This design comes from an exercise in tuning for small area on the open sky130 flow, not from production work.
Where RTL was checked, it was by simulation tests only, not by an equivalence proof against the original.
Function not checked in run 2: the RTL went through the layout flow alone.

==> flow/design.v <==
package gauss_pkg;
  typedef logic [8-1:0] pixel_t;
  typedef logic signed [18-1:0] coeff_t;
  typedef logic signed [8+18-1:0] product_t;
  typedef logic signed [48-1:0] sum_t;
endpackage
`timescale 1ns/100ps
module gauss_filter_top
(
  input  logic   clk,
  input  logic   rst,
  input  gauss_pkg::pixel_t pa,
  input  gauss_pkg::pixel_t pb,
  input  gauss_pkg::pixel_t pc,
  input  gauss_pkg::pixel_t pd,
  input  gauss_pkg::pixel_t pe,
  output gauss_pkg::pixel_t p_out
);
  localparam int ODLY = 21;                 
  logic [8:0] x04, x13;
  logic [7:0] x2;
  always_ff @(posedge clk) begin
    if (rst) begin
      x04 <= '0;
      x13 <= '0;
      x2  <= '0;
    end else begin
      x04 <= {1'b0, pa} + {1'b0, pe};
      x13 <= {1'b0, pb} + {1'b0, pd};
      x2  <= pc;
    end
  end
  logic [12:0] v0;
  logic [14:0] v1;
  logic [15:0] v2;
  logic [10:0] q1;
  logic [11:0] q2;
  assign v0 = 13'(x04) + 13'({x13, 2'b00}) + 13'({x2, 3'b000}) - 13'(x2);
  assign v1 = 15'({v0, 2'b00}) - 15'({x2, 1'b0});
  assign v2 = 16'(7 * x04) + 16'(26 * x13) + 16'(41 * x2);
  assign q1 = 11'(x13) + 11'(3 * x2);
  assign q2 = 12'(3 * x13) + 12'({x2, 2'b00});
  logic [12:0] r1;
  logic [14:0] r2p;
  logic [10:0] r2q;
  logic [15:0] r3p;
  logic [11:0] r3q;
  logic [15:0] r4p;
  logic [7:0]  r4q;                         
  logic [12:0] r4q_full;
  assign r4q_full = 13'(r3q) + 13'(q1);
  always_ff @(posedge clk) begin
    if (rst) begin
      r1  <= '0;
      r2p <= '0;
      r2q <= '0;
      r3p <= '0;
      r3q <= '0;
      r4p <= '0;
      r4q <= '0;
    end else begin
      r1  <= v0;
      r2p <= 15'(r1) + v1;
      r2q <= q1;
      r3p <= 16'(r2p) + v2;
      r3q <= 12'(r2q) + q2;
      r4p <= r3p + 16'(v1);
      r4q <= r4q_full[12:5];
    end
  end
  logic [16:0] pfull;
  logic [19:0] tsum;
  assign pfull = 17'(r4p) + 17'(v0);
  assign tsum  = {pfull[15:0], 4'b0000} - 20'(pfull) + 20'(r4q);
  logic [7:0] dly [ODLY+1];
  always_ff @(posedge clk) begin
    dly[0] <= tsum[19:12];
    for (int i = 1; i <= ODLY; i++) begin
      dly[i] <= dly[i-1];
    end
  end
  logic [4:0] since_rst;
  always_ff @(posedge clk) begin
    if (rst) begin
      since_rst <= '0;
    end else if (since_rst != 5'd23) begin
      since_rst <= since_rst + 5'd1;
    end
  end
  assign p_out = (since_rst == 5'd23) ? dly[ODLY] : '0;
endmodule
==> flow/run.sh <==
#!/bin/bash
# synth_recipe.tcl (not shown) runs the flow's synth.tcl, then flattens the netlist and writes it again
# the make line also repeats each setting of config.mk as NAME=value (left out here)
make -C /OpenROAD-flow-scripts/flow DESIGN_CONFIG=/design/flow/config.mk WORK_HOME=/design/flow/orfs CLKGATE_MAP_FILE= SYNTH_SCRIPT=/design/flow/synth_recipe.tcl finish
==> flow/config.mk <==
export PLATFORM = sky130hd
export DESIGN_NAME = gauss_filter_top
export DESIGN_NICKNAME = gauss_filter_top
export VERILOG_FILES = /design/flow/design.v
export SDC_FILE = /design/flow/constraint.sdc
export NUM_CORES = 4
export LEC_CHECK = 0
export CAP_MARGIN = 20
export CORE_MARGIN = 2
export CORE_UTILIZATION = 40
export SLEW_MARGIN = 20
==> flow/constraint.sdc <==
create_clock -name core_clock -period 5.0 [get_ports {clk}]
set_input_delay 1.0000 -clock core_clock [delete_from_list [all_inputs] [get_ports {clk}]]
set_output_delay 1.0000 -clock core_clock [all_outputs]
set_load 0.01 [all_outputs]
==> summary.md, run 1 <==
| Metric | Value |
|---|---|
| Max_slew headroom | `0.483` |
| Post-synthesis mux area share | `0.00398` |
| EDFF count, synth | `0` |
| Status | `complete, but fails checks` |
| Inst Count DP | `2,183` |
| Largest delay share family, worst path | `compound AO/OA/AOI/OAI gates` |
| Pin count of the biggest net entering global routing | `68` |
| Initial drt markers | `366` |
| Num CTS Buffers | `30` |
| Setup WS post-layout | `-797 ps` |
| Slew of the pin with the lowest slew margin | `776 ps` |
| Layout Check Fails | `setup timing` |
| Post-route cell area | `0.0199 mm2` |
| Initial antenna violation count | `1` |
| Largest regs | `dly: 176 flops, r3p: 16 flops, r4p: 16 flops` |
| Commonest non-fill, non-tap cell in the layout | `dfxtp_1` |
| Critical path data required time | `5450 ps` |
| HP Class | `flip-flop to flip-flop` |
| DRC Markers | `0` |
| Hold Worst Slack | `303 ps` |
| Dominant class by area | `multi-input gates` |
| Hold_buf cts | `0` |
| Sequential area share after synthesis | `0.387` |
| # setup viols final | `13` |
| Clk cell area share | `0.0494` |
| Adder-cell share of the synthesized area | `0.305` |
| Worst setup SP type | `flip-flop` |
| Max-cap violations | `0` |
| Antenna viol nets, final | `0` |
| Layout cell share with drive strength beyond 1 | `0.229` |
| Placement Rows | `71` |
==> inputs of run 2 (changes only) <==
==> flow/design.v (replaced) <==
package gauss_pkg;
  typedef logic [8-1:0] pixel_t;
  typedef logic signed [18-1:0] coeff_t;
  typedef logic signed [8+18-1:0] product_t;
  typedef logic signed [48-1:0] sum_t;
endpackage
`timescale 1ns/100ps
module gauss_filter_top
(
  input  logic   clk,
  input  logic   rst,
  input  gauss_pkg::pixel_t pa,
  input  gauss_pkg::pixel_t pb,
  input  gauss_pkg::pixel_t pc,
  input  gauss_pkg::pixel_t pd,
  input  gauss_pkg::pixel_t pe,
  output gauss_pkg::pixel_t p_out
);
  logic s0;
  logic c1;
  logic s2;
  logic c3;
  logic s4;
  logic c5;
  logic s6;
  logic c7;
  logic s8;
  logic c9;
  logic s10;
  logic c11;
  logic s12;
  logic c13;
  logic s14;
  logic c15;
  logic s16;
  logic c17;
  logic s18;
  logic c19;
  logic s20;
  logic c21;
  logic s22;
  logic c23;
  logic s24;
  logic c25;
  logic s26;
  logic c27;
  logic s28;
  logic c29;
  logic s30;
  logic c31;
  logic s32;
  logic c33;
  logic s34;
  logic c35;
  logic s36;
  logic c37;
  logic s38;
  logic c39;
  logic s40;
  logic c41;
  logic s42;
  logic c43;
  logic s44;
  logic c45;
  logic s46;
  logic c47;
  logic s48;
  logic c49;
  logic s50;
  logic c51;
  logic s52;
  logic c53;
  logic s54;
  logic c55;
  logic s56;
  logic c57;
  logic s58;
  logic c59;
  logic s60;
  logic c61;
  logic s62;
  logic c63;
  logic s64;
  logic c65;
  logic s66;
  logic c67;
  logic s68;
  logic c69;
  logic s70;
  logic c71;
  logic s72;
  logic c73;
  logic s74;
  logic c75;
  logic s76;
  logic c77;
  logic s78;
  logic c79;
  logic s80;
  logic c81;
  logic s82;
  logic c83;
  logic s84;
  logic c85;
  logic [13:0] xv0;
  logic [13:0] xv0_d;
  logic xv0_c9;
  logic s86;
  logic c87;
  logic s88;
  logic c89;
  logic s90;
  logic c91;
  logic s92;
  logic c93;
  logic s94;
  logic c95;
  logic s96;
  logic c97;
  logic s98;
  logic c99;
  logic s100;
  logic c101;
  logic [8:0] xb;
  logic [8:0] xb_d;
  logic [7:0] xc;
  logic [7:0] xc_d;
  logic [13:0] r1;
  logic [13:0] r1_d;
  logic r1_c9;
  logic s102;
  logic c103;
  logic s104;
  logic c105;
  logic s106;
  logic c107;
  logic s108;
  logic c109;
  logic s110;
  logic c111;
  logic s112;
  logic c113;
  logic s114;
  logic c115;
  logic s116;
  logic c117;
  logic s118;
  logic c119;
  logic s120;
  logic c121;
  logic s122;
  logic c123;
  logic s124;
  logic c125;
  logic s126;
  logic c127;
  logic s128;
  logic c129;
  logic s130;
  logic c131;
  logic s132;
  logic c133;
  logic s134;
  logic c135;
  logic s136;
  logic c137;
  logic s138;
  logic c139;
  logic s140;
  logic c141;
  logic s142;
  logic c143;
  logic s144;
  logic c145;
  logic s146;
  logic c147;
  logic s148;
  logic c149;
  logic s150;
  logic c151;
  logic s152;
  logic c153;
  logic s154;
  logic c155;
  logic s156;
  logic c157;
  logic s158;
  logic c159;
  logic s160;
  logic c161;
  logic s162;
  logic c163;
  logic [15:0] r2p;
  logic [15:0] r2p_d;
  logic r2p_c12;
  logic s164;
  logic c165;
  logic s166;
  logic c167;
  logic s168;
  logic c169;
  logic s170;
  logic c171;
  logic s172;
  logic c173;
  logic s174;
  logic c175;
  logic s176;
  logic c177;
  logic s178;
  logic c179;
  logic s180;
  logic c181;
  logic s182;
  logic c183;
  logic s184;
  logic c185;
  logic s186;
  logic c187;
  logic s188;
  logic c189;
  logic s190;
  logic c191;
  logic s192;
  logic c193;
  logic s194;
  logic c195;
  logic s196;
  logic c197;
  logic s198;
  logic c199;
  logic s200;
  logic c201;
  logic s202;
  logic c203;
  logic [10:0] r2q;
  logic [10:0] r2q_d;
  logic s204;
  logic c205;
  logic s206;
  logic c207;
  logic s208;
  logic c209;
  logic s210;
  logic c211;
  logic s212;
  logic c213;
  logic s214;
  logic c215;
  logic s216;
  logic c217;
  logic s218;
  logic c219;
  logic s220;
  logic c221;
  logic s222;
  logic c223;
  logic s224;
  logic c225;
  logic s226;
  logic c227;
  logic s228;
  logic c229;
  logic s230;
  logic c231;
  logic s232;
  logic c233;
  logic s234;
  logic c235;
  logic s236;
  logic c237;
  logic s238;
  logic c239;
  logic s240;
  logic c241;
  logic s242;
  logic c243;
  logic s244;
  logic c245;
  logic s246;
  logic c247;
  logic s248;
  logic c249;
  logic s250;
  logic c251;
  logic s252;
  logic c253;
  logic s254;
  logic c255;
  logic s256;
  logic c257;
  logic s258;
  logic c259;
  logic s260;
  logic c261;
  logic s262;
  logic c263;
  logic s264;
  logic c265;
  logic s266;
  logic c267;
  logic s268;
  logic c269;
  logic s270;
  logic c271;
  logic s272;
  logic c273;
  logic s274;
  logic c275;
  logic s276;
  logic c277;
  logic s278;
  logic c279;
  logic s280;
  logic c281;
  logic s282;
  logic c283;
  logic s284;
  logic c285;
  logic s286;
  logic c287;
  logic s288;
  logic c289;
  logic s290;
  logic c291;
  logic s292;
  logic c293;
  logic s294;
  logic c295;
  logic s296;
  logic c297;
  logic s298;
  logic c299;
  logic s300;
  logic c301;
  logic s302;
  logic c303;
  logic s304;
  logic c305;
  logic s306;
  logic c307;
  logic s308;
  logic c309;
  logic s310;
  logic c311;
  logic [16:0] r3p;
  logic [16:0] r3p_d;
  logic r3p_c10;
  logic s312;
  logic c313;
  logic s314;
  logic c315;
  logic s316;
  logic c317;
  logic s318;
  logic c319;
  logic s320;
  logic c321;
  logic s322;
  logic c323;
  logic s324;
  logic c325;
  logic s326;
  logic c327;
  logic s328;
  logic c329;
  logic s330;
  logic c331;
  logic s332;
  logic c333;
  logic s334;
  logic c335;
  logic s336;
  logic c337;
  logic s338;
  logic c339;
  logic s340;
  logic c341;
  logic s342;
  logic c343;
  logic s344;
  logic c345;
  logic s346;
  logic c347;
  logic s348;
  logic c349;
  logic s350;
  logic c351;
  logic s352;
  logic c353;
  logic s354;
  logic c355;
  logic s356;
  logic c357;
  logic s358;
  logic c359;
  logic s360;
  logic c361;
  logic s362;
  logic c363;
  logic s364;
  logic c365;
  logic s366;
  logic c367;
  logic s368;
  logic c369;
  logic s370;
  logic c371;
  logic [12:0] r3q;
  logic [12:0] r3q_d;
  logic r3q_c11;
  logic s372;
  logic c373;
  logic s374;
  logic c375;
  logic s376;
  logic c377;
  logic s378;
  logic c379;
  logic s380;
  logic c381;
  logic s382;
  logic c383;
  logic s384;
  logic c385;
  logic s386;
  logic c387;
  logic s388;
  logic c389;
  logic s390;
  logic c391;
  logic s392;
  logic c393;
  logic s394;
  logic c395;
  logic s396;
  logic c397;
  logic s398;
  logic c399;
  logic s400;
  logic c401;
  logic s402;
  logic c403;
  logic s404;
  logic c405;
  logic s406;
  logic c407;
  logic s408;
  logic c409;
  logic s410;
  logic c411;
  logic s412;
  logic c413;
  logic s414;
  logic c415;
  logic s416;
  logic c417;
  logic s418;
  logic c419;
  logic s420;
  logic c421;
  logic s422;
  logic c423;
  logic s424;
  logic c425;
  logic s426;
  logic c427;
  logic s428;
  logic c429;
  logic s430;
  logic c431;
  logic s432;
  logic c433;
  logic s434;
  logic c435;
  logic [16:0] r4p;
  logic [16:0] r4p_d;
  logic r4p_c12;
  logic s436;
  logic c437;
  logic s438;
  logic c439;
  logic s440;
  logic c441;
  logic s442;
  logic c443;
  logic s444;
  logic c445;
  logic s446;
  logic c447;
  logic s448;
  logic c449;
  logic s450;
  logic c451;
  logic s452;
  logic c453;
  logic s454;
  logic c455;
  logic s456;
  logic c457;
  logic s458;
  logic c459;
  logic s460;
  logic c461;
  logic s462;
  logic c463;
  logic s464;
  logic c465;
  logic s466;
  logic c467;
  logic s468;
  logic c469;
  logic s470;
  logic c471;
  logic s472;
  logic c473;
  logic s474;
  logic c475;
  logic s476;
  logic c477;
  logic s478;
  logic c479;
  logic s480;
  logic c481;
  logic s482;
  logic c483;
  logic s484;
  logic c485;
  logic s486;
  logic c487;
  logic s488;
  logic c489;
  logic s490;
  logic c491;
  logic s492;
  logic c493;
  logic s494;
  logic c495;
  logic s496;
  logic c497;
  logic s498;
  logic c499;
  logic s500;
  logic c501;
  logic s502;
  logic c503;
  logic [8:0] r4q;
  logic [8:0] r4q_d;
  logic r4q_c5;
  logic s504;
  logic c505;
  logic s506;
  logic c507;
  logic s508;
  logic c509;
  logic s510;
  logic c511;
  logic s512;
  logic c513;
  logic s514;
  logic c515;
  logic s516;
  logic c517;
  logic s518;
  logic c519;
  logic s520;
  logic c521;
  logic s522;
  logic c523;
  logic s524;
  logic c525;
  logic s526;
  logic c527;
  logic s528;
  logic c529;
  logic s530;
  logic c531;
  logic s532;
  logic c533;
  logic s534;
  logic c535;
  logic s536;
  logic c537;
  logic s538;
  logic c539;
  logic s540;
  logic c541;
  logic s542;
  logic c543;
  logic s544;
  logic c545;
  logic s546;
  logic c547;
  logic s548;
  logic c549;
  logic s550;
  logic c551;
  logic s552;
  logic c553;
  logic s554;
  logic c555;
  logic s556;
  logic c557;
  logic s558;
  logic c559;
  logic s560;
  logic c561;
  logic s562;
  logic c563;
  logic s564;
  logic c565;
  logic s566;
  logic c567;
  logic s568;
  logic c569;
  logic s570;
  logic c571;
  logic s572;
  logic c573;
  logic s574;
  logic c575;
  logic s576;
  logic c577;
  logic s578;
  logic c579;
  logic s580;
  logic c581;
  logic s582;
  logic c583;
  logic s584;
  logic c585;
  logic s586;
  logic c587;
  logic s588;
  logic c589;
  logic s590;
  logic c591;
  logic s592;
  logic c593;
  logic s594;
  logic c595;
  logic s596;
  logic c597;
  logic s598;
  logic c599;
  logic s600;
  logic c601;
  logic s602;
  logic c603;
  logic s604;
  logic c605;
  logic s606;
  logic c607;
  logic s608;
  logic c609;
  logic s610;
  logic c611;
  logic s612;
  logic c613;
  logic s614;
  logic c615;
  logic s616;
  logic c617;
  logic s618;
  logic c619;
  logic s620;
  logic c621;
  logic x622;
  logic s623;
  logic c624;
  logic s625;
  logic c626;
  logic s627;
  logic c628;
  logic p629;
  logic s630;
  logic c631;
  logic s632;
  logic c633;
  logic s634;
  logic c635;
  logic [7:0] f1;
  logic [7:0] f1_d;
  logic f1_c3;
  logic f1_c0;
  logic f1_g1;
  logic f1_p2;
  logic ci636;
  logic s637;
  logic c638;
  logic s639;
  logic c640;
  logic s641;
  logic c642;
  logic s643;
  logic c644;
  logic s645;
  logic c646;
  logic s647;
  logic c648;
  logic s649;
  logic c650;
  logic s651;
  logic c652;
  logic [7:0] res;
  assign s0 = 1'b1 ^ pa[0] ^ pe[0];
  assign c1 = (1'b1 & pa[0]) | (1'b1 & pe[0]) | (pa[0] & pe[0]);
  gauss_fa u_s2 (.a(pa[1]), .b(pe[1]), .ci(~pc[1]), .s(s2), .co(c3));
  gauss_fa u_s4 (.a(pa[2]), .b(pe[2]), .ci(pb[0]), .s(s4), .co(c5));
  gauss_fa u_s6 (.a(pd[0]), .b(~pc[2]), .ci(c3), .s(s6), .co(c7));
  gauss_fa u_s8 (.a(pa[3]), .b(pe[3]), .ci(pb[1]), .s(s8), .co(c9));
  gauss_fa u_s10 (.a(pd[1]), .b(~pc[3]), .ci(pc[0]), .s(s10), .co(c11));
  gauss_fa u_s12 (.a(c5), .b(s8), .ci(s10), .s(s12), .co(c13));
  gauss_fa u_s14 (.a(pa[4]), .b(pe[4]), .ci(pb[2]), .s(s14), .co(c15));
  gauss_fa u_s16 (.a(pd[2]), .b(~pc[4]), .ci(pc[1]), .s(s16), .co(c17));
  gauss_fa u_s18 (.a(c9), .b(c11), .ci(s14), .s(s18), .co(c19));
  gauss_fa u_s20 (.a(s16), .b(c13), .ci(s18), .s(s20), .co(c21));
  gauss_fa u_s22 (.a(pa[5]), .b(pe[5]), .ci(pb[3]), .s(s22), .co(c23));
  gauss_fa u_s24 (.a(pd[3]), .b(~pc[5]), .ci(pc[2]), .s(s24), .co(c25));
  gauss_fa u_s26 (.a(c15), .b(c17), .ci(s22), .s(s26), .co(c27));
  gauss_fa u_s28 (.a(s24), .b(c19), .ci(s26), .s(s28), .co(c29));
  gauss_fa u_s30 (.a(pa[6]), .b(pe[6]), .ci(pb[4]), .s(s30), .co(c31));
  gauss_fa u_s32 (.a(pd[4]), .b(~pc[6]), .ci(pc[3]), .s(s32), .co(c33));
  gauss_fa u_s34 (.a(c23), .b(c25), .ci(s30), .s(s34), .co(c35));
  gauss_fa u_s36 (.a(s32), .b(c27), .ci(s34), .s(s36), .co(c37));
  gauss_fa u_s38 (.a(pa[7]), .b(pe[7]), .ci(pb[5]), .s(s38), .co(c39));
  gauss_fa u_s40 (.a(pd[5]), .b(~pc[7]), .ci(pc[4]), .s(s40), .co(c41));
  gauss_fa u_s42 (.a(c31), .b(c33), .ci(s38), .s(s42), .co(c43));
  gauss_fa u_s44 (.a(s40), .b(c35), .ci(s42), .s(s44), .co(c45));
  assign s46 = 1'b1 ^ pb[6] ^ pd[6];
  assign c47 = (1'b1 & pb[6]) | (1'b1 & pd[6]) | (pb[6] & pd[6]);
  gauss_fa u_s48 (.a(pc[5]), .b(c39), .ci(c41), .s(s48), .co(c49));
  gauss_fa u_s50 (.a(s46), .b(c43), .ci(s48), .s(s50), .co(c51));
  assign s52 = 1'b1 ^ pb[7] ^ pd[7];
  assign c53 = (1'b1 & pb[7]) | (1'b1 & pd[7]) | (pb[7] & pd[7]);
  gauss_fa u_s54 (.a(pc[6]), .b(c47), .ci(s52), .s(s54), .co(c55));
  gauss_fa u_s56 (.a(c49), .b(s54), .ci(c51), .s(s56), .co(c57));
  assign s58 = 1'b1 ^ pc[7] ^ c53;
  assign c59 = (1'b1 & pc[7]) | (1'b1 & c53) | (pc[7] & c53);
  gauss_fa u_s60 (.a(c55), .b(s58), .ci(c57), .s(s60), .co(c61));
  assign s62 = 1'b1 ^ c59 ^ c61;
  assign c63 = (1'b1 & c59) | (1'b1 & c61) | (c59 & c61);
  gauss_ha u_s64 (.a(~pc[0]), .b(s0), .s(s64), .co(c65));
  gauss_fa u_s66 (.a(c1), .b(s2), .ci(c65), .s(s66), .co(c67));
  gauss_fa u_s68 (.a(s4), .b(s6), .ci(c67), .s(s68), .co(c69));
  gauss_fa u_s70 (.a(c7), .b(s12), .ci(c69), .s(s70), .co(c71));
  gauss_ha u_s72 (.a(s20), .b(c71), .s(s72), .co(c73));
  gauss_fa u_s74 (.a(c21), .b(s28), .ci(c73), .s(s74), .co(c75));
  gauss_fa u_s76 (.a(c29), .b(s36), .ci(c75), .s(s76), .co(c77));
  gauss_fa u_s78 (.a(c37), .b(s44), .ci(c77), .s(s78), .co(c79));
  gauss_fa u_s80 (.a(c45), .b(s50), .ci(c79), .s(s80), .co(c81));
  assign s82 = 1'b1 ^ c63;
  assign c83 = 1'b1 & c63;
  assign s84 = 1'b1 ^ c83;
  assign c85 = 1'b1 & c83;
  assign xv0_d[0] = s64;
  assign xv0_d[1] = s66;
  assign xv0_d[2] = s68;
  assign xv0_d[3] = s70;
  assign xv0_d[4] = s72;
  assign xv0_d[5] = s74;
  assign xv0_d[6] = s76;
  assign xv0_d[7] = s78;
  assign xv0_d[8] = s80;
  assign xv0_d[9] = s56;
  assign xv0_d[10] = s60;
  assign xv0_d[11] = s62;
  assign xv0_d[12] = s82;
  assign xv0_d[13] = s84;
  gauss_ha u_s86 (.a(pb[0]), .b(pd[0]), .s(s86), .co(c87));
  gauss_fa u_s88 (.a(pb[1]), .b(pd[1]), .ci(c87), .s(s88), .co(c89));
  gauss_fa u_s90 (.a(pb[2]), .b(pd[2]), .ci(c89), .s(s90), .co(c91));
  gauss_fa u_s92 (.a(pb[3]), .b(pd[3]), .ci(c91), .s(s92), .co(c93));
  gauss_fa u_s94 (.a(pb[4]), .b(pd[4]), .ci(c93), .s(s94), .co(c95));
  gauss_fa u_s96 (.a(pb[5]), .b(pd[5]), .ci(c95), .s(s96), .co(c97));
  gauss_fa u_s98 (.a(pb[6]), .b(pd[6]), .ci(c97), .s(s98), .co(c99));
  gauss_fa u_s100 (.a(pb[7]), .b(pd[7]), .ci(c99), .s(s100), .co(c101));
  assign xb_d[0] = s86;
  assign xb_d[1] = s88;
  assign xb_d[2] = s90;
  assign xb_d[3] = s92;
  assign xb_d[4] = s94;
  assign xb_d[5] = s96;
  assign xb_d[6] = s98;
  assign xb_d[7] = s100;
  assign xb_d[8] = c101;
  assign xc_d[0] = pc[0];
  assign xc_d[1] = pc[1];
  assign xc_d[2] = pc[2];
  assign xc_d[3] = pc[3];
  assign xc_d[4] = pc[4];
  assign xc_d[5] = pc[5];
  assign xc_d[6] = pc[6];
  assign xc_d[7] = pc[7];
  assign r1_d[0] = xv0[0];
  assign r1_d[1] = xv0[1];
  assign r1_d[2] = xv0[2];
  assign r1_d[3] = xv0[3];
  assign r1_d[4] = xv0[4];
  assign r1_d[5] = xv0[5];
  assign r1_d[6] = xv0[6];
  assign r1_d[7] = xv0[7];
  assign r1_d[8] = xv0[8];
  assign r1_d[9] = xv0[9];
  assign r1_d[10] = xv0[10];
  assign r1_d[11] = xv0[11];
  assign r1_d[12] = xv0[12];
  assign r1_d[13] = xv0[13];
  assign s102 = 1'b1 ^ r1[1] ^ ~xc[0];
  assign c103 = (1'b1 & r1[1]) | (1'b1 & ~xc[0]) | (r1[1] & ~xc[0]);
  gauss_fa u_s104 (.a(r1[2]), .b(xv0[0]), .ci(~xc[1]), .s(s104), .co(c105));
  gauss_fa u_s106 (.a(r1[3]), .b(xv0[1]), .ci(~xc[2]), .s(s106), .co(c107));
  gauss_fa u_s108 (.a(r1[4]), .b(xv0[2]), .ci(~xc[3]), .s(s108), .co(c109));
  gauss_fa u_s110 (.a(r1[5]), .b(xv0[3]), .ci(~xc[4]), .s(s110), .co(c111));
  gauss_fa u_s112 (.a(r1[6]), .b(xv0[4]), .ci(~xc[5]), .s(s112), .co(c113));
  gauss_fa u_s114 (.a(r1[7]), .b(xv0[5]), .ci(~xc[6]), .s(s114), .co(c115));
  gauss_fa u_s116 (.a(r1[8]), .b(xv0[6]), .ci(~xc[7]), .s(s116), .co(c117));
  assign s118 = 1'b1 ^ r1[9] ^ r1_c9;
  assign c119 = (1'b1 & r1[9]) | (1'b1 & r1_c9) | (r1[9] & r1_c9);
  gauss_fa u_s120 (.a(xv0[7]), .b(c117), .ci(s118), .s(s120), .co(c121));
  assign s122 = 1'b1 ^ r1[10] ^ xv0[8];
  assign c123 = (1'b1 & r1[10]) | (1'b1 & xv0[8]) | (r1[10] & xv0[8]);
  gauss_fa u_s124 (.a(c119), .b(s122), .ci(c121), .s(s124), .co(c125));
  assign s126 = 1'b1 ^ r1[11] ^ xv0[9];
  assign c127 = (1'b1 & r1[11]) | (1'b1 & xv0[9]) | (r1[11] & xv0[9]);
  gauss_fa u_s128 (.a(xv0_c9), .b(c123), .ci(s126), .s(s128), .co(c129));
  assign s130 = 1'b1 ^ r1[12] ^ xv0[10];
  assign c131 = (1'b1 & r1[12]) | (1'b1 & xv0[10]) | (r1[12] & xv0[10]);
  gauss_fa u_s132 (.a(c127), .b(s130), .ci(c129), .s(s132), .co(c133));
  gauss_fa u_s134 (.a(~r1[13]), .b(xv0[11]), .ci(c131), .s(s134), .co(c135));
  assign s136 = 1'b1 ^ xv0[12] ^ c135;
  assign c137 = (1'b1 & xv0[12]) | (1'b1 & c135) | (xv0[12] & c135);
  gauss_ha u_s138 (.a(c103), .b(s104), .s(s138), .co(c139));
  gauss_fa u_s140 (.a(c105), .b(s106), .ci(c139), .s(s140), .co(c141));
  gauss_fa u_s142 (.a(c107), .b(s108), .ci(c141), .s(s142), .co(c143));
  gauss_fa u_s144 (.a(c109), .b(s110), .ci(c143), .s(s144), .co(c145));
  gauss_fa u_s146 (.a(c111), .b(s112), .ci(c145), .s(s146), .co(c147));
  gauss_fa u_s148 (.a(c113), .b(s114), .ci(c147), .s(s148), .co(c149));
  gauss_fa u_s150 (.a(c115), .b(s116), .ci(c149), .s(s150), .co(c151));
  gauss_ha u_s152 (.a(s120), .b(c151), .s(s152), .co(c153));
  gauss_ha u_s154 (.a(s124), .b(c153), .s(s154), .co(c155));
  gauss_fa u_s156 (.a(c125), .b(s128), .ci(c155), .s(s156), .co(c157));
  gauss_ha u_s158 (.a(c133), .b(s134), .s(s158), .co(c159));
  gauss_ha u_s160 (.a(s136), .b(c159), .s(s160), .co(c161));
  gauss_fa u_s162 (.a(~xv0[13]), .b(c137), .ci(c161), .s(s162), .co(c163));
  assign r2p_d[0] = r1[0];
  assign r2p_d[1] = s102;
  assign r2p_d[2] = s138;
  assign r2p_d[3] = s140;
  assign r2p_d[4] = s142;
  assign r2p_d[5] = s144;
  assign r2p_d[6] = s146;
  assign r2p_d[7] = s148;
  assign r2p_d[8] = s150;
  assign r2p_d[9] = s152;
  assign r2p_d[10] = s154;
  assign r2p_d[11] = s156;
  assign r2p_d[12] = s132;
  assign r2p_d[13] = s158;
  assign r2p_d[14] = s160;
  assign r2p_d[15] = s162;
  assign s164 = 1'b1 ^ xb[0] ^ ~xc[0];
  assign c165 = (1'b1 & xb[0]) | (1'b1 & ~xc[0]) | (xb[0] & ~xc[0]);
  gauss_fa u_s166 (.a(xb[1]), .b(~xc[1]), .ci(c165), .s(s166), .co(c167));
  gauss_fa u_s168 (.a(xb[2]), .b(~xc[2]), .ci(xc[0]), .s(s168), .co(c169));
  gauss_fa u_s170 (.a(xb[3]), .b(~xc[3]), .ci(xc[1]), .s(s170), .co(c171));
  gauss_fa u_s172 (.a(xb[4]), .b(~xc[4]), .ci(xc[2]), .s(s172), .co(c173));
  gauss_fa u_s174 (.a(xb[5]), .b(~xc[5]), .ci(xc[3]), .s(s174), .co(c175));
  gauss_fa u_s176 (.a(xb[6]), .b(~xc[6]), .ci(xc[4]), .s(s176), .co(c177));
  gauss_fa u_s178 (.a(xb[7]), .b(~xc[7]), .ci(xc[5]), .s(s178), .co(c179));
  assign s180 = 1'b1 ^ xb[8] ^ xc[6];
  assign c181 = (1'b1 & xb[8]) | (1'b1 & xc[6]) | (xb[8] & xc[6]);
  assign s182 = 1'b1 ^ xc[7] ^ c181;
  assign c183 = (1'b1 & xc[7]) | (1'b1 & c181) | (xc[7] & c181);
  gauss_ha u_s184 (.a(c167), .b(s168), .s(s184), .co(c185));
  gauss_fa u_s186 (.a(c169), .b(s170), .ci(c185), .s(s186), .co(c187));
  gauss_fa u_s188 (.a(c171), .b(s172), .ci(c187), .s(s188), .co(c189));
  gauss_fa u_s190 (.a(c173), .b(s174), .ci(c189), .s(s190), .co(c191));
  gauss_fa u_s192 (.a(c175), .b(s176), .ci(c191), .s(s192), .co(c193));
  gauss_fa u_s194 (.a(c177), .b(s178), .ci(c193), .s(s194), .co(c195));
  gauss_fa u_s196 (.a(c179), .b(s180), .ci(c195), .s(s196), .co(c197));
  gauss_ha u_s198 (.a(s182), .b(c197), .s(s198), .co(c199));
  assign s200 = 1'b1 ^ c183 ^ c199;
  assign c201 = (1'b1 & c183) | (1'b1 & c199) | (c183 & c199);
  assign s202 = 1'b1 ^ c201;
  assign c203 = 1'b1 & c201;
  assign r2q_d[0] = s164;
  assign r2q_d[1] = s166;
  assign r2q_d[2] = s184;
  assign r2q_d[3] = s186;
  assign r2q_d[4] = s188;
  assign r2q_d[5] = s190;
  assign r2q_d[6] = s192;
  assign r2q_d[7] = s194;
  assign r2q_d[8] = s196;
  assign r2q_d[9] = s198;
  assign r2q_d[10] = s200;
  assign s204 = 1'b1 ^ r2p[0] ^ ~xv0[0];
  assign c205 = (1'b1 & r2p[0]) | (1'b1 & ~xv0[0]) | (r2p[0] & ~xv0[0]);
  assign s206 = 1'b1 ^ r2p[1] ^ ~xv0[1];
  assign c207 = (1'b1 & r2p[1]) | (1'b1 & ~xv0[1]) | (r2p[1] & ~xv0[1]);
  gauss_fa u_s208 (.a(~xb[0]), .b(c205), .ci(s206), .s(s208), .co(c209));
  gauss_fa u_s210 (.a(r2p[2]), .b(~xv0[2]), .ci(~xb[1]), .s(s210), .co(c211));
  gauss_fa u_s212 (.a(c207), .b(s210), .ci(c209), .s(s212), .co(c213));
  assign s214 = 1'b1 ^ r2p[3] ^ ~xv0[3];
  assign c215 = (1'b1 & r2p[3]) | (1'b1 & ~xv0[3]) | (r2p[3] & ~xv0[3]);
  gauss_fa u_s216 (.a(xv0[0]), .b(~xb[2]), .ci(~xc[0]), .s(s216), .co(c217));
  gauss_fa u_s218 (.a(c211), .b(s214), .ci(s216), .s(s218), .co(c219));
  gauss_fa u_s220 (.a(r2p[4]), .b(~xv0[4]), .ci(xv0[1]), .s(s220), .co(c221));
  gauss_fa u_s222 (.a(~xb[3]), .b(~xc[1]), .ci(c215), .s(s222), .co(c223));
  gauss_fa u_s224 (.a(c217), .b(s220), .ci(c219), .s(s224), .co(c225));
  gauss_fa u_s226 (.a(r2p[5]), .b(~xv0[5]), .ci(xv0[2]), .s(s226), .co(c227));
  gauss_fa u_s228 (.a(~xb[4]), .b(~xc[2]), .ci(c221), .s(s228), .co(c229));
  gauss_fa u_s230 (.a(s226), .b(c223), .ci(s228), .s(s230), .co(c231));
  gauss_fa u_s232 (.a(r2p[6]), .b(~xv0[6]), .ci(xv0[3]), .s(s232), .co(c233));
  gauss_fa u_s234 (.a(~xb[5]), .b(~xc[3]), .ci(c227), .s(s234), .co(c235));
  gauss_fa u_s236 (.a(s232), .b(c229), .ci(s234), .s(s236), .co(c237));
  gauss_fa u_s238 (.a(r2p[7]), .b(~xv0[7]), .ci(xv0[4]), .s(s238), .co(c239));
  gauss_fa u_s240 (.a(~xb[6]), .b(~xc[4]), .ci(c233), .s(s240), .co(c241));
  gauss_fa u_s242 (.a(s238), .b(c235), .ci(s240), .s(s242), .co(c243));
  gauss_fa u_s244 (.a(r2p[8]), .b(~xv0[8]), .ci(xv0[5]), .s(s244), .co(c245));
  gauss_fa u_s246 (.a(~xb[7]), .b(~xc[5]), .ci(c239), .s(s246), .co(c247));
  gauss_fa u_s248 (.a(s244), .b(c241), .ci(s246), .s(s248), .co(c249));
  assign s250 = 1'b1 ^ r2p[9] ^ ~xv0[9];
  assign c251 = (1'b1 & r2p[9]) | (1'b1 & ~xv0[9]) | (r2p[9] & ~xv0[9]);
  gauss_fa u_s252 (.a(~xv0_c9), .b(xv0[6]), .ci(~xb[8]), .s(s252), .co(c253));
  gauss_fa u_s254 (.a(~xc[6]), .b(c245), .ci(s250), .s(s254), .co(c255));
  gauss_fa u_s256 (.a(s252), .b(c247), .ci(s254), .s(s256), .co(c257));
  gauss_fa u_s258 (.a(r2p[10]), .b(~xv0[10]), .ci(xv0[7]), .s(s258), .co(c259));
  gauss_fa u_s260 (.a(~xc[7]), .b(c251), .ci(c253), .s(s260), .co(c261));
  gauss_fa u_s262 (.a(s258), .b(c255), .ci(s260), .s(s262), .co(c263));
  gauss_fa u_s264 (.a(r2p[11]), .b(~xv0[11]), .ci(xv0[8]), .s(s264), .co(c265));
  gauss_fa u_s266 (.a(c259), .b(s264), .ci(c261), .s(s266), .co(c267));
  assign s268 = 1'b1 ^ r2p[12] ^ r2p_c12;
  assign c269 = (1'b1 & r2p[12]) | (1'b1 & r2p_c12) | (r2p[12] & r2p_c12);
  gauss_fa u_s270 (.a(~xv0[12]), .b(xv0[9]), .ci(xv0_c9), .s(s270), .co(c271));
  gauss_fa u_s272 (.a(c265), .b(s268), .ci(s270), .s(s272), .co(c273));
  gauss_fa u_s274 (.a(r2p[13]), .b(xv0[13]), .ci(xv0[10]), .s(s274), .co(c275));
  gauss_fa u_s276 (.a(c269), .b(c271), .ci(s274), .s(s276), .co(c277));
  assign s278 = 1'b1 ^ r2p[14] ^ xv0[11];
  assign c279 = (1'b1 & r2p[14]) | (1'b1 & xv0[11]) | (r2p[14] & xv0[11]);
  gauss_fa u_s280 (.a(c275), .b(s278), .ci(c277), .s(s280), .co(c281));
  gauss_fa u_s282 (.a(~r2p[15]), .b(xv0[12]), .ci(c279), .s(s282), .co(c283));
  gauss_ha u_s284 (.a(c213), .b(s218), .s(s284), .co(c285));
  gauss_fa u_s286 (.a(s222), .b(s224), .ci(c285), .s(s286), .co(c287));
  gauss_fa u_s288 (.a(c225), .b(s230), .ci(c287), .s(s288), .co(c289));
  gauss_fa u_s290 (.a(c231), .b(s236), .ci(c289), .s(s290), .co(c291));
  gauss_fa u_s292 (.a(c237), .b(s242), .ci(c291), .s(s292), .co(c293));
  gauss_fa u_s294 (.a(c243), .b(s248), .ci(c293), .s(s294), .co(c295));
  gauss_fa u_s296 (.a(c249), .b(s256), .ci(c295), .s(s296), .co(c297));
  gauss_ha u_s298 (.a(c257), .b(s262), .s(s298), .co(c299));
  gauss_fa u_s300 (.a(c263), .b(s266), .ci(c299), .s(s300), .co(c301));
  gauss_fa u_s302 (.a(c267), .b(s272), .ci(c301), .s(s302), .co(c303));
  gauss_fa u_s304 (.a(c273), .b(s276), .ci(c303), .s(s304), .co(c305));
  gauss_ha u_s306 (.a(s280), .b(c305), .s(s306), .co(c307));
  gauss_fa u_s308 (.a(c281), .b(s282), .ci(c307), .s(s308), .co(c309));
  gauss_fa u_s310 (.a(~xv0[13]), .b(c283), .ci(c309), .s(s310), .co(c311));
  assign r3p_d[0] = s204;
  assign r3p_d[1] = s208;
  assign r3p_d[2] = s212;
  assign r3p_d[3] = s284;
  assign r3p_d[4] = s286;
  assign r3p_d[5] = s288;
  assign r3p_d[6] = s290;
  assign r3p_d[7] = s292;
  assign r3p_d[8] = s294;
  assign r3p_d[9] = s296;
  assign r3p_d[10] = s298;
  assign r3p_d[11] = s300;
  assign r3p_d[12] = s302;
  assign r3p_d[13] = s304;
  assign r3p_d[14] = s306;
  assign r3p_d[15] = s308;
  assign r3p_d[16] = s310;
  assign s312 = 1'b1 ^ r2q[0] ^ ~xb[0];
  assign c313 = (1'b1 & r2q[0]) | (1'b1 & ~xb[0]) | (r2q[0] & ~xb[0]);
  gauss_fa u_s314 (.a(r2q[1]), .b(~xb[1]), .ci(c313), .s(s314), .co(c315));
  gauss_fa u_s316 (.a(r2q[2]), .b(~xb[2]), .ci(xb[0]), .s(s316), .co(c317));
  gauss_fa u_s318 (.a(xc[0]), .b(s316), .ci(c315), .s(s318), .co(c319));
  gauss_fa u_s320 (.a(r2q[3]), .b(~xb[3]), .ci(xb[1]), .s(s320), .co(c321));
  gauss_fa u_s322 (.a(xc[1]), .b(c317), .ci(s320), .s(s322), .co(c323));
  gauss_fa u_s324 (.a(r2q[4]), .b(~xb[4]), .ci(xb[2]), .s(s324), .co(c325));
  gauss_fa u_s326 (.a(xc[2]), .b(c321), .ci(s324), .s(s326), .co(c327));
  gauss_fa u_s328 (.a(r2q[5]), .b(~xb[5]), .ci(xb[3]), .s(s328), .co(c329));
  gauss_fa u_s330 (.a(xc[3]), .b(c325), .ci(s328), .s(s330), .co(c331));
  gauss_fa u_s332 (.a(r2q[6]), .b(~xb[6]), .ci(xb[4]), .s(s332), .co(c333));
  gauss_fa u_s334 (.a(xc[4]), .b(c329), .ci(s332), .s(s334), .co(c335));
  gauss_fa u_s336 (.a(r2q[7]), .b(~xb[7]), .ci(xb[5]), .s(s336), .co(c337));
  gauss_fa u_s338 (.a(xc[5]), .b(c333), .ci(s336), .s(s338), .co(c339));
  gauss_fa u_s340 (.a(r2q[8]), .b(~xb[8]), .ci(xb[6]), .s(s340), .co(c341));
  gauss_fa u_s342 (.a(xc[6]), .b(c337), .ci(s340), .s(s342), .co(c343));
  assign s344 = 1'b1 ^ r2q[9] ^ xb[7];
  assign c345 = (1'b1 & r2q[9]) | (1'b1 & xb[7]) | (r2q[9] & xb[7]);
  gauss_fa u_s346 (.a(xc[7]), .b(c341), .ci(s344), .s(s346), .co(c347));
  assign s348 = 1'b1 ^ r2q[10] ^ xb[8];
  assign c349 = (1'b1 & r2q[10]) | (1'b1 & xb[8]) | (r2q[10] & xb[8]);
  gauss_fa u_s350 (.a(c345), .b(s348), .ci(c347), .s(s350), .co(c351));
  assign s352 = 1'b1 ^ c349 ^ c351;
  assign c353 = (1'b1 & c349) | (1'b1 & c351) | (c349 & c351);
  gauss_ha u_s354 (.a(c319), .b(s322), .s(s354), .co(c355));
  gauss_fa u_s356 (.a(c323), .b(s326), .ci(c355), .s(s356), .co(c357));
  gauss_fa u_s358 (.a(c327), .b(s330), .ci(c357), .s(s358), .co(c359));
  gauss_fa u_s360 (.a(c331), .b(s334), .ci(c359), .s(s360), .co(c361));
  gauss_fa u_s362 (.a(c335), .b(s338), .ci(c361), .s(s362), .co(c363));
  gauss_fa u_s364 (.a(c339), .b(s342), .ci(c363), .s(s364), .co(c365));
  gauss_fa u_s366 (.a(c343), .b(s346), .ci(c365), .s(s366), .co(c367));
  gauss_ha u_s368 (.a(s350), .b(c367), .s(s368), .co(c369));
  assign s370 = 1'b1 ^ c353;
  assign c371 = 1'b1 & c353;
  assign r3q_d[0] = s312;
  assign r3q_d[1] = s314;
  assign r3q_d[2] = s318;
  assign r3q_d[3] = s354;
  assign r3q_d[4] = s356;
  assign r3q_d[5] = s358;
  assign r3q_d[6] = s360;
  assign r3q_d[7] = s362;
  assign r3q_d[8] = s364;
  assign r3q_d[9] = s366;
  assign r3q_d[10] = s368;
  assign r3q_d[11] = s352;
  assign r3q_d[12] = s370;
  assign s372 = 1'b1 ^ r3p[1] ^ ~xc[0];
  assign c373 = (1'b1 & r3p[1]) | (1'b1 & ~xc[0]) | (r3p[1] & ~xc[0]);
  gauss_fa u_s374 (.a(r3p[2]), .b(xv0[0]), .ci(~xc[1]), .s(s374), .co(c375));
  gauss_fa u_s376 (.a(r3p[3]), .b(xv0[1]), .ci(~xc[2]), .s(s376), .co(c377));
  gauss_fa u_s378 (.a(r3p[4]), .b(xv0[2]), .ci(~xc[3]), .s(s378), .co(c379));
  gauss_fa u_s380 (.a(r3p[5]), .b(xv0[3]), .ci(~xc[4]), .s(s380), .co(c381));
  gauss_fa u_s382 (.a(r3p[6]), .b(xv0[4]), .ci(~xc[5]), .s(s382), .co(c383));
  gauss_fa u_s384 (.a(r3p[7]), .b(xv0[5]), .ci(~xc[6]), .s(s384), .co(c385));
  gauss_fa u_s386 (.a(r3p[8]), .b(xv0[6]), .ci(~xc[7]), .s(s386), .co(c387));
  assign s388 = 1'b1 ^ r3p[9] ^ xv0[7];
  assign c389 = (1'b1 & r3p[9]) | (1'b1 & xv0[7]) | (r3p[9] & xv0[7]);
  assign s390 = 1'b1 ^ r3p[10] ^ r3p_c10;
  assign c391 = (1'b1 & r3p[10]) | (1'b1 & r3p_c10) | (r3p[10] & r3p_c10);
  gauss_fa u_s392 (.a(xv0[8]), .b(c389), .ci(s390), .s(s392), .co(c393));
  assign s394 = 1'b1 ^ r3p[11] ^ xv0[9];
  assign c395 = (1'b1 & r3p[11]) | (1'b1 & xv0[9]) | (r3p[11] & xv0[9]);
  gauss_fa u_s396 (.a(xv0_c9), .b(c391), .ci(s394), .s(s396), .co(c397));
  assign s398 = 1'b1 ^ r3p[12] ^ xv0[10];
  assign c399 = (1'b1 & r3p[12]) | (1'b1 & xv0[10]) | (r3p[12] & xv0[10]);
  gauss_fa u_s400 (.a(c395), .b(s398), .ci(c397), .s(s400), .co(c401));
  assign s402 = 1'b1 ^ r3p[13] ^ xv0[11];
  assign c403 = (1'b1 & r3p[13]) | (1'b1 & xv0[11]) | (r3p[13] & xv0[11]);
  gauss_fa u_s404 (.a(c399), .b(s402), .ci(c401), .s(s404), .co(c405));
  assign s406 = 1'b1 ^ r3p[14] ^ xv0[12];
  assign c407 = (1'b1 & r3p[14]) | (1'b1 & xv0[12]) | (r3p[14] & xv0[12]);
  gauss_fa u_s408 (.a(c403), .b(s406), .ci(c405), .s(s408), .co(c409));
  gauss_fa u_s410 (.a(r3p[15]), .b(~xv0[13]), .ci(c407), .s(s410), .co(c411));
  gauss_ha u_s412 (.a(c373), .b(s374), .s(s412), .co(c413));
  gauss_fa u_s414 (.a(c375), .b(s376), .ci(c413), .s(s414), .co(c415));
  gauss_fa u_s416 (.a(c377), .b(s378), .ci(c415), .s(s416), .co(c417));
  gauss_fa u_s418 (.a(c379), .b(s380), .ci(c417), .s(s418), .co(c419));
  gauss_fa u_s420 (.a(c381), .b(s382), .ci(c419), .s(s420), .co(c421));
  gauss_fa u_s422 (.a(c383), .b(s384), .ci(c421), .s(s422), .co(c423));
  gauss_fa u_s424 (.a(c385), .b(s386), .ci(c423), .s(s424), .co(c425));
  gauss_fa u_s426 (.a(c387), .b(s388), .ci(c425), .s(s426), .co(c427));
  gauss_ha u_s428 (.a(s392), .b(c427), .s(s428), .co(c429));
  gauss_fa u_s430 (.a(c393), .b(s396), .ci(c429), .s(s430), .co(c431));
  gauss_ha u_s432 (.a(c409), .b(s410), .s(s432), .co(c433));
  gauss_fa u_s434 (.a(~r3p[16]), .b(c411), .ci(c433), .s(s434), .co(c435));
  assign r4p_d[0] = r3p[0];
  assign r4p_d[1] = s372;
  assign r4p_d[2] = s412;
  assign r4p_d[3] = s414;
  assign r4p_d[4] = s416;
  assign r4p_d[5] = s418;
  assign r4p_d[6] = s420;
  assign r4p_d[7] = s422;
  assign r4p_d[8] = s424;
  assign r4p_d[9] = s426;
  assign r4p_d[10] = s428;
  assign r4p_d[11] = s430;
  assign r4p_d[12] = s400;
  assign r4p_d[13] = s404;
  assign r4p_d[14] = s408;
  assign r4p_d[15] = s432;
  assign r4p_d[16] = s434;
  assign s436 = 1'b1 ^ r3q[0] ^ xb[0];
  assign c437 = (1'b1 & r3q[0]) | (1'b1 & xb[0]) | (r3q[0] & xb[0]);
  gauss_fa u_s438 (.a(r3q[1]), .b(xb[1]), .ci(~xc[1]), .s(s438), .co(c439));
  gauss_fa u_s440 (.a(r3q[2]), .b(xb[2]), .ci(~xc[2]), .s(s440), .co(c441));
  gauss_fa u_s442 (.a(xc[0]), .b(c439), .ci(s440), .s(s442), .co(c443));
  gauss_fa u_s444 (.a(r3q[3]), .b(xb[3]), .ci(~xc[3]), .s(s444), .co(c445));
  gauss_fa u_s446 (.a(xc[1]), .b(c441), .ci(s444), .s(s446), .co(c447));
  gauss_fa u_s448 (.a(r3q[4]), .b(xb[4]), .ci(~xc[4]), .s(s448), .co(c449));
  gauss_fa u_s450 (.a(xc[2]), .b(c445), .ci(s448), .s(s450), .co(c451));
  gauss_fa u_s452 (.a(r3q[5]), .b(xb[5]), .ci(~xc[5]), .s(s452), .co(c453));
  gauss_fa u_s454 (.a(xc[3]), .b(c449), .ci(s452), .s(s454), .co(c455));
  gauss_fa u_s456 (.a(r3q[6]), .b(xb[6]), .ci(~xc[6]), .s(s456), .co(c457));
  gauss_fa u_s458 (.a(xc[4]), .b(c453), .ci(s456), .s(s458), .co(c459));
  gauss_fa u_s460 (.a(r3q[7]), .b(xb[7]), .ci(~xc[7]), .s(s460), .co(c461));
  gauss_fa u_s462 (.a(xc[5]), .b(c457), .ci(s460), .s(s462), .co(c463));
  assign s464 = 1'b1 ^ r3q[8] ^ xb[8];
  assign c465 = (1'b1 & r3q[8]) | (1'b1 & xb[8]) | (r3q[8] & xb[8]);
  gauss_fa u_s466 (.a(xc[6]), .b(c461), .ci(s464), .s(s466), .co(c467));
  assign s468 = 1'b1 ^ r3q[9] ^ xc[7];
  assign c469 = (1'b1 & r3q[9]) | (1'b1 & xc[7]) | (r3q[9] & xc[7]);
  gauss_fa u_s470 (.a(c465), .b(s468), .ci(c467), .s(s470), .co(c471));
  assign s472 = 1'b1 ^ r3q[10] ^ c469;
  assign c473 = (1'b1 & r3q[10]) | (1'b1 & c469) | (r3q[10] & c469);
  assign s474 = 1'b1 ^ r3q[11] ^ r3q_c11;
  assign c475 = (1'b1 & r3q[11]) | (1'b1 & r3q_c11) | (r3q[11] & r3q_c11);
  gauss_ha u_s476 (.a(~xc[0]), .b(s436), .s(s476), .co(c477));
  gauss_fa u_s478 (.a(c437), .b(s438), .ci(c477), .s(s478), .co(c479));
  gauss_ha u_s480 (.a(s442), .b(c479), .s(s480), .co(c481));
  gauss_fa u_s482 (.a(c443), .b(s446), .ci(c481), .s(s482), .co(c483));
  gauss_fa u_s484 (.a(c447), .b(s450), .ci(c483), .s(s484), .co(c485));
  gauss_fa u_s486 (.a(c451), .b(s454), .ci(c485), .s(s486), .co(c487));
  gauss_fa u_s488 (.a(c455), .b(s458), .ci(c487), .s(s488), .co(c489));
  gauss_fa u_s490 (.a(c459), .b(s462), .ci(c489), .s(s490), .co(c491));
  gauss_fa u_s492 (.a(c463), .b(s466), .ci(c491), .s(s492), .co(c493));
  gauss_ha u_s494 (.a(s470), .b(c493), .s(s494), .co(c495));
  gauss_ha u_s496 (.a(c471), .b(s472), .s(s496), .co(c497));
  gauss_fa u_s498 (.a(c473), .b(s474), .ci(c497), .s(s498), .co(c499));
  gauss_fa u_s500 (.a(~r3q[12]), .b(c475), .ci(c499), .s(s500), .co(c501));
  assign s502 = 1'b1 ^ c501;
  assign c503 = 1'b1 & c501;
  assign r4q_d[0] = s486;
  assign r4q_d[1] = s488;
  assign r4q_d[2] = s490;
  assign r4q_d[3] = s492;
  assign r4q_d[4] = s494;
  assign r4q_d[5] = s496;
  assign r4q_d[6] = s498;
  assign r4q_d[7] = s500;
  assign r4q_d[8] = s502;
  gauss_fa u_s504 (.a(~r4p[0]), .b(~xv0[0]), .ci(r4q[0]), .s(s504), .co(c505));
  assign s506 = 1'b1 ^ ~r4p[1] ^ ~xv0[1];
  assign c507 = (1'b1 & ~r4p[1]) | (1'b1 & ~xv0[1]) | (~r4p[1] & ~xv0[1]);
  gauss_fa u_s508 (.a(r4q[1]), .b(c505), .ci(s506), .s(s508), .co(c509));
  gauss_fa u_s510 (.a(~r4p[2]), .b(~xv0[2]), .ci(r4q[2]), .s(s510), .co(c511));
  gauss_fa u_s512 (.a(c507), .b(s510), .ci(c509), .s(s512), .co(c513));
  gauss_fa u_s514 (.a(~r4p[3]), .b(~xv0[3]), .ci(r4q[3]), .s(s514), .co(c515));
  gauss_fa u_s516 (.a(c511), .b(s514), .ci(c513), .s(s516), .co(c517));
  gauss_fa u_s518 (.a(~r4p[4]), .b(r4p[0]), .ci(~xv0[4]), .s(s518), .co(c519));
  gauss_fa u_s520 (.a(xv0[0]), .b(r4q[4]), .ci(c515), .s(s520), .co(c521));
  gauss_fa u_s522 (.a(s518), .b(s520), .ci(c517), .s(s522), .co(c523));
  gauss_fa u_s524 (.a(~r4p[5]), .b(r4p[1]), .ci(~xv0[5]), .s(s524), .co(c525));
  gauss_fa u_s526 (.a(xv0[1]), .b(r4q[5]), .ci(r4q_c5), .s(s526), .co(c527));
  gauss_fa u_s528 (.a(c519), .b(s524), .ci(s526), .s(s528), .co(c529));
  gauss_fa u_s530 (.a(c521), .b(s528), .ci(c523), .s(s530), .co(c531));
  gauss_fa u_s532 (.a(~r4p[6]), .b(r4p[2]), .ci(~xv0[6]), .s(s532), .co(c533));
  gauss_fa u_s534 (.a(xv0[2]), .b(r4q[6]), .ci(c525), .s(s534), .co(c535));
  gauss_fa u_s536 (.a(c527), .b(s532), .ci(c529), .s(s536), .co(c537));
  gauss_fa u_s538 (.a(s534), .b(s536), .ci(c531), .s(s538), .co(c539));
  gauss_fa u_s540 (.a(~r4p[7]), .b(r4p[3]), .ci(~xv0[7]), .s(s540), .co(c541));
  gauss_fa u_s542 (.a(xv0[3]), .b(r4q[7]), .ci(c533), .s(s542), .co(c543));
  gauss_fa u_s544 (.a(s540), .b(c535), .ci(s542), .s(s544), .co(c545));
  gauss_fa u_s546 (.a(c537), .b(s544), .ci(c539), .s(s546), .co(c547));
  assign s548 = 1'b1 ^ ~r4p[8] ^ r4p[4];
  assign c549 = (1'b1 & ~r4p[8]) | (1'b1 & r4p[4]) | (~r4p[8] & r4p[4]);
  gauss_fa u_s550 (.a(~xv0[8]), .b(xv0[4]), .ci(~r4q[8]), .s(s550), .co(c551));
  gauss_fa u_s552 (.a(c541), .b(s548), .ci(s550), .s(s552), .co(c553));
  gauss_fa u_s554 (.a(c543), .b(s552), .ci(c545), .s(s554), .co(c555));
  gauss_fa u_s556 (.a(~r4p[9]), .b(r4p[5]), .ci(~xv0[9]), .s(s556), .co(c557));
  gauss_fa u_s558 (.a(~xv0_c9), .b(xv0[5]), .ci(c549), .s(s558), .co(c559));
  gauss_fa u_s560 (.a(c551), .b(s556), .ci(c553), .s(s560), .co(c561));
  gauss_fa u_s562 (.a(s558), .b(s560), .ci(c555), .s(s562), .co(c563));
  assign s564 = 1'b1 ^ ~r4p[10] ^ r4p[6];
  assign c565 = (1'b1 & ~r4p[10]) | (1'b1 & r4p[6]) | (~r4p[10] & r4p[6]);
  gauss_fa u_s566 (.a(~xv0[10]), .b(xv0[6]), .ci(c557), .s(s566), .co(c567));
  gauss_fa u_s568 (.a(s564), .b(c559), .ci(s566), .s(s568), .co(c569));
  gauss_fa u_s570 (.a(c561), .b(s568), .ci(c563), .s(s570), .co(c571));
  assign s572 = 1'b1 ^ ~r4p[11] ^ r4p[7];
  assign c573 = (1'b1 & ~r4p[11]) | (1'b1 & r4p[7]) | (~r4p[11] & r4p[7]);
  gauss_fa u_s574 (.a(~xv0[11]), .b(xv0[7]), .ci(c565), .s(s574), .co(c575));
  gauss_fa u_s576 (.a(s572), .b(c567), .ci(s574), .s(s576), .co(c577));
  gauss_fa u_s578 (.a(c569), .b(s576), .ci(c571), .s(s578), .co(c579));
  gauss_fa u_s580 (.a(~r4p[12]), .b(~r4p_c12), .ci(r4p[8]), .s(s580), .co(c581));
  gauss_fa u_s582 (.a(~xv0[12]), .b(xv0[8]), .ci(c573), .s(s582), .co(c583));
  gauss_fa u_s584 (.a(s580), .b(c575), .ci(s582), .s(s584), .co(c585));
  gauss_fa u_s586 (.a(c577), .b(s584), .ci(c579), .s(s586), .co(c587));
  gauss_fa u_s588 (.a(~r4p[13]), .b(r4p[9]), .ci(xv0[13]), .s(s588), .co(c589));
  gauss_fa u_s590 (.a(xv0[9]), .b(xv0_c9), .ci(c581), .s(s590), .co(c591));
  gauss_fa u_s592 (.a(s588), .b(c583), .ci(s590), .s(s592), .co(c593));
  gauss_fa u_s594 (.a(c585), .b(s592), .ci(c587), .s(s594), .co(c595));
  assign s596 = 1'b1 ^ ~r4p[14] ^ r4p[10];
  assign c597 = (1'b1 & ~r4p[14]) | (1'b1 & r4p[10]) | (~r4p[14] & r4p[10]);
  gauss_fa u_s598 (.a(xv0[10]), .b(c589), .ci(s596), .s(s598), .co(c599));
  gauss_fa u_s600 (.a(c591), .b(s598), .ci(c593), .s(s600), .co(c601));
  assign s602 = 1'b1 ^ ~r4p[15] ^ r4p[11];
  assign c603 = (1'b1 & ~r4p[15]) | (1'b1 & r4p[11]) | (~r4p[15] & r4p[11]);
  gauss_fa u_s604 (.a(xv0[11]), .b(c597), .ci(s602), .s(s604), .co(c605));
  gauss_fa u_s606 (.a(c599), .b(s604), .ci(c601), .s(s606), .co(c607));
  gauss_fa u_s608 (.a(r4p[16]), .b(r4p[12]), .ci(r4p_c12), .s(s608), .co(c609));
  gauss_fa u_s610 (.a(xv0[12]), .b(c603), .ci(s608), .s(s610), .co(c611));
  gauss_fa u_s612 (.a(c605), .b(s610), .ci(c607), .s(s612), .co(c613));
  gauss_fa u_s614 (.a(r4p[13]), .b(~xv0[13]), .ci(c609), .s(s614), .co(c615));
  gauss_fa u_s616 (.a(c611), .b(s614), .ci(c613), .s(s616), .co(c617));
  assign s618 = 1'b1 ^ r4p[14] ^ c615;
  assign c619 = (1'b1 & r4p[14]) | (1'b1 & c615) | (r4p[14] & c615);
  assign s620 = 1'b1 ^ r4p[15] ^ c619;
  assign c621 = (1'b1 & r4p[15]) | (1'b1 & c619) | (r4p[15] & c619);
  assign x622 = c547 ^ s554;
  gauss_ha u_s623 (.a(c547), .b(s554), .s(s623), .co(c624));
  gauss_ha u_s625 (.a(s562), .b(c624), .s(s625), .co(c626));
  gauss_ha u_s627 (.a(s570), .b(c626), .s(s627), .co(c628));
  assign p629 = s578;
  gauss_ha u_s630 (.a(c595), .b(s600), .s(s630), .co(c631));
  gauss_ha u_s632 (.a(c617), .b(s618), .s(s632), .co(c633));
  gauss_ha u_s634 (.a(s620), .b(c633), .s(s634), .co(c635));
  assign f1_d[0] = s586;
  assign f1_d[1] = s594;
  assign f1_d[2] = s630;
  assign f1_d[3] = s606;
  assign f1_d[4] = s612;
  assign f1_d[5] = s616;
  assign f1_d[6] = s632;
  assign f1_d[7] = s634;
  assign ci636 = (f1_g1 | (f1_p2 & f1_c0));
  gauss_ha u_s637 (.a(f1[0]), .b(ci636), .s(s637), .co(c638));
  gauss_ha u_s639 (.a(f1[1]), .b(c638), .s(s639), .co(c640));
  gauss_ha u_s641 (.a(f1[2]), .b(c640), .s(s641), .co(c642));
  gauss_fa u_s643 (.a(f1[3]), .b(f1_c3), .ci(c642), .s(s643), .co(c644));
  gauss_ha u_s645 (.a(f1[4]), .b(c644), .s(s645), .co(c646));
  gauss_ha u_s647 (.a(f1[5]), .b(c646), .s(s647), .co(c648));
  gauss_ha u_s649 (.a(f1[6]), .b(c648), .s(s649), .co(c650));
  gauss_ha u_s651 (.a(f1[7]), .b(c650), .s(s651), .co(c652));
  assign res[0] = s637;
  assign res[1] = s639;
  assign res[2] = s641;
  assign res[3] = s643;
  assign res[4] = s645;
  assign res[5] = s647;
  assign res[6] = s649;
  assign res[7] = s651;
  always_ff @(posedge clk) begin
    if (rst) begin
      xv0 <= '0;
      xv0_c9 <= '0;
      xb <= '0;
      xc <= '0;
      r1 <= '0;
      r1_c9 <= '0;
      r2p <= '0;
      r2p_c12 <= '0;
      r2q <= '0;
      r3p <= '0;
      r3p_c10 <= '0;
      r3q <= '0;
      r3q_c11 <= '0;
    end else begin
      xv0 <= xv0_d;
      xv0_c9 <= c81;
      xb <= xb_d;
      xc <= xc_d;
      r1 <= r1_d;
      r1_c9 <= xv0_c9;
      r2p <= r2p_d;
      r2p_c12 <= c157;
      r2q <= r2q_d;
      r3p <= r3p_d;
      r3p_c10 <= c297;
      r3q <= r3q_d;
      r3q_c11 <= c369;
    end
  end
  always_ff @(posedge clk) begin
    r4p <= r4p_d;
    r4p_c12 <= c431;
    r4q <= r4q_d;
    r4q_c5 <= c495;
    f1 <= f1_d;
    f1_c3 <= c631;
    f1_c0 <= c628;
    f1_g1 <= 1'b0;
    f1_p2 <= p629;
  end
  localparam int ODLY = 20;
  logic [7:0] dly [ODLY+1];
  always_ff @(posedge clk) begin
    dly[0] <= res;
    for (int i = 1; i <= ODLY; i++) begin
      dly[i] <= dly[i-1];
    end
  end
  logic [4:0] since_rst;
  always_ff @(posedge clk) begin
    if (rst) begin
      since_rst <= '0;
    end else if (since_rst != 5'd23) begin
      since_rst <= since_rst + 5'd1;
    end
  end
  assign p_out = (since_rst == 5'd23) ? dly[ODLY] : '0;
endmodule
module gauss_fa (input logic a, b, ci, output logic s, co);
  assign s  = a ^ b ^ ci;
  assign co = (a & b) | (a & ci) | (b & ci);
endmodule
module gauss_ha (input logic a, b, output logic s, co);
  assign s  = a ^ b;
  assign co = a & b;
endmodule
--- a/flow/config.mk
+++ b/flow/config.mk
@@ -10,2 +10,3 @@
 export CORE_UTILIZATION = 40
 export SLEW_MARGIN = 20
+export SYNTH_HIERARCHICAL = 1
==> run 2 against run 1 <==
Now clean on timing, DRC and antenna. Final area shrank 20%. Setup slack gained 1000 ps. Sequential share of layout area grew 9.5 points. Critical endpoint is now xv0[8]. Highest routed layer unchanged.
==> summary.md, run 2 <==
| Metric | Value |
|---|---|
| Antenna cell count | `0` |
| Routed WL | `19,900 um` |
| Post-DP HPWL | `15,800 um` |
| IO Count | `50` |
| Crit. End Element | `flip-flop` |
| Count of cells resized by post-cts repair | `0` |
| Initial cell density of the core | `0.406` |
| DRC Markers | `0 (unchanged)` |
| Hold_buf cts | `0 (unchanged)` |
| CP Class | `input port to flip-flop` |
| Num CTS Buffers | `35 (+17%)` |
| Largest regs | `dly: 168 flops, r3p: 17 flops, r4p: 17 flops` |
| Slew of the pin with the lowest slew margin | `927 ps (+151 ps)` |
| Final Max Slew Viols | `0` |
| Clk sinks | `317` |
| Clk_skew | `16.4 ps` |
| Pin count of the biggest net entering global routing | `82 (+21%)` |
| Overflow after GRT | `0` |
| Setup WS post-layout | `243 ps (+1040 ps)` |
| TritonRoute pass-1 iters | `4` |
| # H-tree levels | `2` |
| Die W | `188 um` |
| CP Max Fanout | `2` |
| Mean Syn Cell Area | `14.4 um2` |
| Reg2reg start | `xv0[0]` |
| Worst path arrival time | `5140 ps` |
| # setup viols final | `0 (-13)` |
| Number of hold violations in the final report | `0` |
| Layout cell share with drive strength beyond 1 | `0.0896 (-0.139)` |
| Tcrit/Tclk final | `0.951` |
| Tmin final | `4760 ps` |
| Synth top cells by count | `317 x dfxtp_1, 240 x fa_1, 168 x inv_1, 79 x ha_1, 71 x nor2b_1` |
| Synth warnings | `8` |
| Routability congestion estimate | `0.765` |
| Worst setup path start | `pc[1]` |
| RSZ-0062 raised after global routing | `no` |
| CTS max path bufs | `3` |
| First-pass GRT wire length | `35,900 um` |
| Commonest cells after routing, fill and taps aside | `317 x dfxtp_1, 240 x fa_1, 168 x inv_1` |
| Vias in the first global route | `7,322` |
| Vias per inst | `4.06` |
| Die area | `0.0355 mm2` |
| Status | `no timing/DRC/antenna violations` |
| Synth area leaders | `dfxtp_1 47%, fa_1 35%, ha_1 7.3%, inv_1 4.6%, nor2b_1 3.3%` |
| Share of the synthesized area in the top cell type | `0.466` |
| Max-cap violations | `0 (unchanged)` |
| FMAX | `210 MHz` |
| Total Routing Usage GR | `0.128` |
| Synth-to-layout area growth | `17.5%` |
| TNS Setup | `0 ps` |
| Commonest non-fill, non-tap cell in the layout | `dfxtp_1` |
| HP Class | `flip-flop to flip-flop` |
| Net count, final | `1,417` |
| Antenna viol nets, final | `0 (unchanged)` |
| Most numerous cell in the Yosys netlist | `dfxtp_1` |
| EDFF count, synth | `0 (unchanged)` |
| Top reg by flops | `dly` |
| Sequential area share after synthesis | `0.466 (+0.0796)` |
| Setup Buffers After CTS | `0` |
| Port bufs | `49` |
| Initial antenna violation count | `0 (-1)` |
| Worst setup SP type | `input port` |
| Ys async rst share | `0` |
| Critical path data required time | `5390 ps (-60 ps)` |
| DP Worst Slack | `-320 ps` |
| Post-synthesis cell area | `0.0136 mm2` |
| Max_slew headroom | `0.382 (-0.101)` |
| Placement Rows | `67 (-5.6%)` |
| Max reg flops | `168` |
| Synth area leader | `dfxtp_1` |
| Total core area | `0.0335 mm2` |
| Register bit total from synthesis | `317` |
| Initial drt markers | `118 (-68%)` |
| TritonCTS clock tree | `built` |
| Synth cell types | `24` |
| Root buf cell | `clkbuf_16` |
| Top FF cell, synth | `dfxtp_1` |
| Chip height | `188 um` |
| Via count | `6,208` |
| Syn_nets | `1,308` |
| Fill cells | `2,970` |
| Post-synthesis instance total | `947` |
| Clock Latency Late Sink | `520 ps` |
| Hold Startpoint | `dly[3][0]` |
| Clock transition at the registers of the reported paths | `60 ps` |
| DR WL/cell | `13.0 um` |
run 2: modules after synthesis, one instance, submodules excluded:
module	cells inside	area (um2)
gauss_fa	1	20.0
gauss_ha	1	12.5
gauss_filter_top	672	8360
run 2: metrics by stage:
step / area (um2) / util / hold slack (ps) / cells
5_1_grt: 16000 / 0.477 / 316 / 1530
2_1_floorplan: 13600 / - / 310 / 947
3_5_place_dp: 14900 / 0.443 / 312 / 1467
4_1_cts: 16000 / 0.477 / 314 / 1530
6_report: 16000 / 0.477 / 312 / 1530
3_3_place_gp: 14900 / 0.443 / 310 / 1467
run 2: layer usage:
metal / GRT usage / up-vias / part of all wire
met5: 0 / - / 0
met4: 0.0430 / 0 / 0.027
met3: 0.0203 / 35 / 0.025
met2: 0.220 / 53 / 0.49
met1: 0.167 / 3135 / 0.46
li1: - / 2985 / -
run 2: final timing paths:
| path | end | slack [ps] | cells past startpoint |
|---|---|---|---|
| setup / recovery | xv0[8] | 240 | 12 |
| hold / removal | dly[4][0] | 310 | 0 |
| setup reg to reg | r4p[11] | 330 | 11 |
| hold reg to reg | dly[4][0] | 310 | 0 |
run 2: area by class of cell:
type                       instances  area, um2  share of cell area
tap                              448        561              0.0351
clock buffer                      48       1000              0.0628
multi-input combinational        449       6570               0.411
clock inverter                    15        123             0.00767
sequential                       317       6350               0.397
inverter                         168        631              0.0394
timing repair buffer              85        758              0.0474
run 2: cell families after synthesis:
logic type               count (synthesis)  share of synthesized area
AO/OA/AOI/OAI                            2                    0.00101
XOR/XNOR                                 5                    0.00377
adder cells (fa/ha/maj)                319                      0.426
buffers and inverters                  181                     0.0510
flip-flops                             317                      0.466
multiplexers                             1                   0.000736
AND/OR/NAND/NOR                        122                     0.0512
run 2: critical path, stage by stage:
cell and delay, ps:
clkdlybuf4s50_1 470, inv_1 80, fa_1 390, fa_1 470, fa_1 420, fa_1 370, ha_1 210, fa_1 380
fa_1 390, fa_1 400, fa_1 440, nor2b_1 130

-- what the ideal ports hide --
Ports are ideal in the flow. The routed layouts listed here were re-timed in OpenROAD. Step 1 sets driving cells, clkbuf_16 on the clock port and buf_2 on the other inputs (assumed; they add their load-dependent delay and slew). Step 2 also shifts input and output timing later by t, the mid clock arrival at the registers, as if the neighbouring blocks saw the same clock. Slacks: no drivers / after step 1 / after step 2; pairs: no drivers / after step 1.
| run | t, ns | setup slack, ns | worst setup path after step 2 | worst slew at a driven data input, ns | pins driven straight from the clock port |
|---|---|---|---|---|---|
| run 1 | 0.631 | -0.797 / -0.797 / -0.797 | register to register | 0.05 | 1 |
| run 2 | 0.560 | 0.243 / 0.268 / -0.292 | input to register | 0.04 | 1 |
Met with ideal ports but missed after step 2: setup timing in run 2. The setup slack of run 2, which loses most, moves by +0.025 ns with the drivers and by -0.535 ns with both steps.
